This is an optimization exercise on Yosys and OpenROAD, whose aim is small area and a short achievable clock period, not a production implementation. RTL that was checked went through simulation tests only; none was proved equivalent to the original.

==> branch amber <==
==> flow/design.v (excerpt) <==
module rvPipe (
    input  logic        clk,
    input  logic        rstN,
    input  logic [31:0] imemData,
    output logic [31:0] imemAddr,
    output logic        wbValid,
    output logic [4:0]  wbRd,
    output logic [31:0] wbData
);
clock: 6.0 ns
lec_check: 0
cap_margin: 20
cell_pad_in_sites_detail_placement: 1
cell_pad_in_sites_global_placement: 1
core_margin: 2
core_utilization: 45
place_density: 0.55
setup_slack_margin: 3.4
slew_margin: 20
tns_end_percent: 20
standard.sh (not shown) runs the stock make flow with config.mk's settings and CLKGATE_MAP_FILE= SYNTH_SCRIPT=/design/flow/synth_recipe.tcl, a recipe that flattens the netlist after the stock synthesis.
==> flow/flow/run.sh <==
#!/bin/bash
# Standard ORFS layout with three changes: ports buffered with buf_2 (which the
# resizer may upsize) instead of the delay-cell default, clock tree without
# dummy balancing loads, and a clock buffer list that includes smaller cells.
set -euo pipefail
export BUFFER_PORTS_ARGS="-buffer_cell sky130_fd_sc_hd__buf_2"
export CTS_ARGS="-sink_clustering_enable -repair_clock_nets -dont_use_dummy_load -root_buf sky130_fd_sc_hd__clkbuf_16 -buf_list {sky130_fd_sc_hd__clkbuf_4 sky130_fd_sc_hd__clkbuf_8 sky130_fd_sc_hd__clkbuf_16}"
bash standard.sh finish > flow_make.log 2>&1
==> branch juniper: changes against branch amber <==
--- a/flow/design.v
+++ b/flow/design.v
@@ -63,27 +63,26 @@
 `default_nettype none
 module regFile (
     input  logic        clk,
     input  logic [31:1] rs1Sel,     
     input  logic [31:1] rs2Sel,
-    input  logic        rs1Byp,     
-    input  logic        rs2Byp,
-    input  logic [4:0]  wrIdx,
-    input  logic        wrEn,
+    input  logic [31:0] rs1Extra,   
+    input  logic [31:0] rs2Extra,
+    input  logic [31:1] wrSel,      
     input  logic [31:0] wrData,
     output logic [31:0] rs1Data,
     output logic [31:0] rs2Data
 );
     logic [31:0] regs [1:31];
     for (genvar i = 1; i < 32; i++) begin : g_reg
         always_ff @(posedge clk) begin
-            if (wrEn && (wrIdx == 5'(i))) regs[i] <= wrData;
+            if (wrSel[i]) regs[i] <= wrData;
         end
     end
     always_comb begin
-        rs1Data = {32{rs1Byp}} & wrData;
-        rs2Data = {32{rs2Byp}} & wrData;
+        rs1Data = rs1Extra;
+        rs2Data = rs2Extra;
         for (int i = 1; i < 32; i++) begin
             rs1Data = rs1Data | ({32{rs1Sel[i]}} & regs[i]);
             rs2Data = rs2Data | ({32{rs2Sel[i]}} & regs[i]);
         end
     end
@@ -92,11 +91,13 @@
 `timescale 1ns/1ps
 `default_nettype none
 module aluUnit (
     input  logic [31:0] x,
     input  logic [31:0] g,
-    input  logic [4:0]  shamt,
+    input  logic [3:0]  shLo,      
+    input  logic [3:0]  shMid,     
+    input  logic        sh16,      
     input  logic        cin,       
     input  logic        fill,      
     input  logic        selAdd,    
     input  logic        selP,      
     input  logic        selG,      
@@ -133,11 +134,28 @@
         for (int i = 0; i < 32; i++) c[i+1] = gp[5][i];
     end
     assign sum = x ^ c[31:0];
     assign ltu = ~c[32];
     assign lt  = x[31] ? sum[31] : g[31];
-    assign shr = 32'($signed({fill, x}) >>> shamt);
+    logic [31:0] s1, s2;
+    always_comb begin
+        for (int i = 0; i < 32; i++) begin
+            s1[i] = sh16 ? ((i + 16 < 32) ? x[(i + 16) % 32] : fill) : x[i];
+        end
+        for (int i = 0; i < 32; i++) begin
+            s2[i] = 1'b0;
+            for (int k = 0; k < 4; k++) begin
+                s2[i] = s2[i] | (shMid[k] & ((i + 4 * k < 32) ? s1[(i + 4 * k) % 32] : fill));
+            end
+        end
+        for (int i = 0; i < 32; i++) begin
+            shr[i] = 1'b0;
+            for (int k = 0; k < 4; k++) begin
+                shr[i] = shr[i] | (shLo[k] & ((i + k < 32) ? s2[(i + k) % 32] : fill));
+            end
+        end
+    end
     always_comb begin
         for (int i = 0; i < 32; i++) shl[i] = shr[31-i];
     end
     assign result = ({32{selAdd}} & sum)
                   | ({32{selP}}   & x)
@@ -161,11 +179,12 @@
     localparam logic [1:0] clsOp    = 2'b00;
     localparam logic [1:0] clsOpImm = 2'b01;
     localparam logic [1:0] clsLui   = 2'b10;
     localparam logic [1:0] clsAuipc = 2'b11;
     logic [31:0] eX, eG;
-    logic [4:0]  eSh;
+    logic [3:0]  eShLo, eShMid;
+    logic        eSh16;
     logic        eSub, eFill;
     logic        eSelAdd, eSelP, eSelG, eSelSr, eSelSl, eSelLt, eSelLtu;
     logic [4:0]  eRd;
     logic        eWr;
     logic [31:2] pc;
@@ -209,17 +228,19 @@
     logic        dWr;       
     logic [1:0]  dCls;
     logic [31:7] dIr;       
     logic [31:1] dSel1, dSel2;
     logic        dByp1, dByp2;
+    logic [31:2] dPc;       
     always_ff @(posedge clk) begin
         if (!rstN) dWr <= 1'b0;
         else       dWr <= fKnown && (imemData[11:7] != 5'd0);
     end
     always_ff @(posedge clk) begin
         dCls  <= fCls;
         dIr   <= imemData[31:7];
+        dPc   <= pc;
         dSel1 <= fSel1;
         dSel2 <= fSel2;
         dByp1 <= fByp1;
         dByp2 <= fByp2;
     end
@@ -228,21 +249,33 @@
     logic        dB30;
     assign dRd  = dIr[11:7];
     assign dF3  = dIr[14:12];
     assign dB30 = dIr[30];
     logic [31:0] rs1Val, rs2Val;
+    logic [31:1] wbWe;      
+    logic [31:0] wbDataW;
+    logic [31:0] dImm;
+    always_comb begin
+        case (dCls)
+            clsOp:    dImm = '0;
+            clsOpImm: dImm = {{20{dIr[31]}}, dIr[31:20]};
+            default:  dImm = {dIr[31:12], 12'd0};
+        endcase
+    end
+    logic [31:0] dExtra1, dExtra2;
+    assign dExtra1 = ({32{dByp1}} & wbDataW) | ((dCls == clsAuipc) ? {dPc, 2'b00} : 32'd0);
+    assign dExtra2 = ({32{dByp2}} & wbDataW) | dImm;
     regFile regs (
-        .clk     (clk),
-        .rs1Sel  (dSel1),
-        .rs2Sel  (dSel2),
-        .rs1Byp  (dByp1),
-        .rs2Byp  (dByp2),
-        .wrIdx   (wbRd),
-        .wrEn    (wbValid),
-        .wrData  (wbData),
-        .rs1Data (rs1Val),
-        .rs2Data (rs2Val)
+        .clk      (clk),
+        .rs1Sel   (dSel1),
+        .rs2Sel   (dSel2),
+        .rs1Extra (dExtra1),
+        .rs2Extra (dExtra2),
+        .wrSel    (wbWe),
+        .wrData   (wbDataW),
+        .rs1Data  (rs1Val),
+        .rs2Data  (rs2Val)
     );
     logic dAlu;             
     logic dSub, dSra, dShift;
     logic dSelAdd, dSelP, dSelG, dSelSr, dSelSl, dSelLt, dSelLtu;
     always_comb begin
@@ -257,36 +290,29 @@
         dSelP   = dAlu && ((dF3 == 3'b100) || (dF3 == 3'b110));
         dSelSr  = dAlu && (dF3 == 3'b101);
         dSelG   = dAlu && (dF3[2:1] == 2'b11);
         dShift  = dAlu && (dF3[1:0] == 2'b01);
     end
-    logic [31:0] dImm;
-    logic [19:0] uHiM1;     
-    assign uHiM1 = dIr[31:12] - 20'd1;
-    always_comb begin
-        case (dCls)
-            clsOp:    dImm = '0;
-            clsOpImm: dImm = {{20{dIr[31]}}, dIr[31:20]};
-            clsLui:   dImm = {dIr[31:12], 12'd0};
-            default:  dImm = {uHiM1, 12'hffc};
-        endcase
-    end
-    logic [31:0] dA, dArev, dB, dBs;
-    assign dA  = rs1Val | ((dCls == clsAuipc) ? {pc, 2'b00} : 32'd0);   
-    assign dB  = rs2Val | dImm;
+    logic [31:0] dA, dB, dBs, dArev;
+    assign dA  = rs1Val;
+    assign dB  = rs2Val;
     assign dBs = dB ^ {32{dSub}};
     always_comb begin
         for (int i = 0; i < 32; i++) dArev[i] = dA[31-i];
     end
     always_ff @(posedge clk) begin
         if (!rstN) eWr <= 1'b0;
         else       eWr <= dWr;
     end
     always_ff @(posedge clk) begin
-        eX      <= dShift ? (dSelSl ? dArev : dA) : (dA ^ dBs);
+        eX      <= ({32{dSelSl}} & dArev) | ({32{dSelSr}} & dA) | ({32{!dShift}} & (dA ^ dBs));
         eG      <= dA & dBs;
-        eSh     <= dB[4:0];
+        for (int k = 0; k < 4; k++) begin
+            eShLo[k]  <= dB[1:0] == 2'(k);
+            eShMid[k] <= dB[3:2] == 2'(k);
+        end
+        eSh16   <= dB[4];
         eSub    <= dSub;
         eFill   <= dSra && dA[31];
         eSelAdd <= dSelAdd;
         eSelP   <= dSelP;
         eSelG   <= dSelG;
@@ -298,11 +324,13 @@
     end
     logic [31:0] aluResult;
     aluUnit alu (
         .x      (eX),
         .g      (eG),
-        .shamt  (eSh),
+        .shLo   (eShLo),
+        .shMid  (eShMid),
+        .sh16   (eSh16),
         .cin    (eSub),
         .fill   (eFill),
         .selAdd (eSelAdd),
         .selP   (eSelP),
         .selG   (eSelG),
@@ -315,10 +343,17 @@
     always_ff @(posedge clk) begin
         if (!rstN) wbValid <= 1'b0;
         else       wbValid <= eWr;
     end
     always_ff @(posedge clk) begin
-        wbRd   <= eRd;
-        wbData <= aluResult;
+        for (int i = 1; i < 32; i++) begin
+            if (!rstN) wbWe[i] <= 1'b0;
+            else       wbWe[i] <= eWr && (eRd == 5'(i));
+        end
+    end
+    always_ff @(posedge clk) begin
+        wbRd    <= eRd;
+        wbData  <= aluResult & {32{eWr}};
+        wbDataW <= aluResult;
     end
 endmodule
 `default_nettype wire
==> flow/flow/run.sh (replaced) <==
#!/bin/bash
# Standard ORFS layout (standard.sh) with three changes: ports are buffered
# with buf_2, which the resizer may upsize, instead of the delay-cell default;
# the clock tree gets no dummy balancing loads; and its sink clusters are
# larger, for fewer leaf buffers. The make output goes to flow_make.log.
set -euo pipefail
export BUFFER_PORTS_ARGS="-buffer_cell sky130_fd_sc_hd__buf_2"
export CTS_ARGS="-sink_clustering_enable -repair_clock_nets -dont_use_dummy_load -sink_clustering_size 20 -sink_clustering_max_diameter 100"
bash standard.sh finish > flow_make.log 2>&1
- TNS_END_PERCENT: 20 -> 25
==> comparison <==
- Branch juniper finished clean. Branch amber finished clean.
- In branch juniper the clock-buffer cell count is lower than in branch amber, by 59.
- Of branch amber and branch juniper, branch amber has the higher core utilization (gap 2.6 points).
- Against branch amber, the die area of branch juniper is higher by about 4.3%.
- Between branch amber and branch juniper, the lower first-iteration DRC count is in branch juniper (gap about 3.4%, measured against branch juniper).
- Against branch amber, the final cell count of branch juniper is higher by about 2.7%.
Function not checked in branch amber: the RTL went through the layout flow alone.

-- port drivers added, routing unchanged --
The results above use ideal ports. As a check the final layouts listed here were re-extracted and re-timed, cells and wires unchanged.
Step 1: set_driving_cell puts a clkbuf_16 on clk and a buf_2 on each other input, an assumption about the parent block.
Step 2 adds t to the input delays and takes it off the output delays; t is the mean of the earliest and latest rising clock arrival at the registers after step 1. Input paths then give back, and output paths get back, about the clock's delay inside the block.
Three values: no drivers, after step 1, after step 2; two values: the first two.
run	t (ns)	slack for setup (ns)	worst setup path at the end	clock arrival spread, ns	worst slew at a driven data input, ns
branch amber	0.816	2.906 / 2.906 / 2.906	register to register	0.083 / 0.083	0.04
branch juniper	0.787	3.285 / 3.221 / 2.884	input to register	0.074 / 0.074	0.03
After both steps every run listed still meets setup and hold. For branch juniper, which loses most, drivers alone change the setup slack by -0.064 ns; drivers and shift together by -0.401 ns.
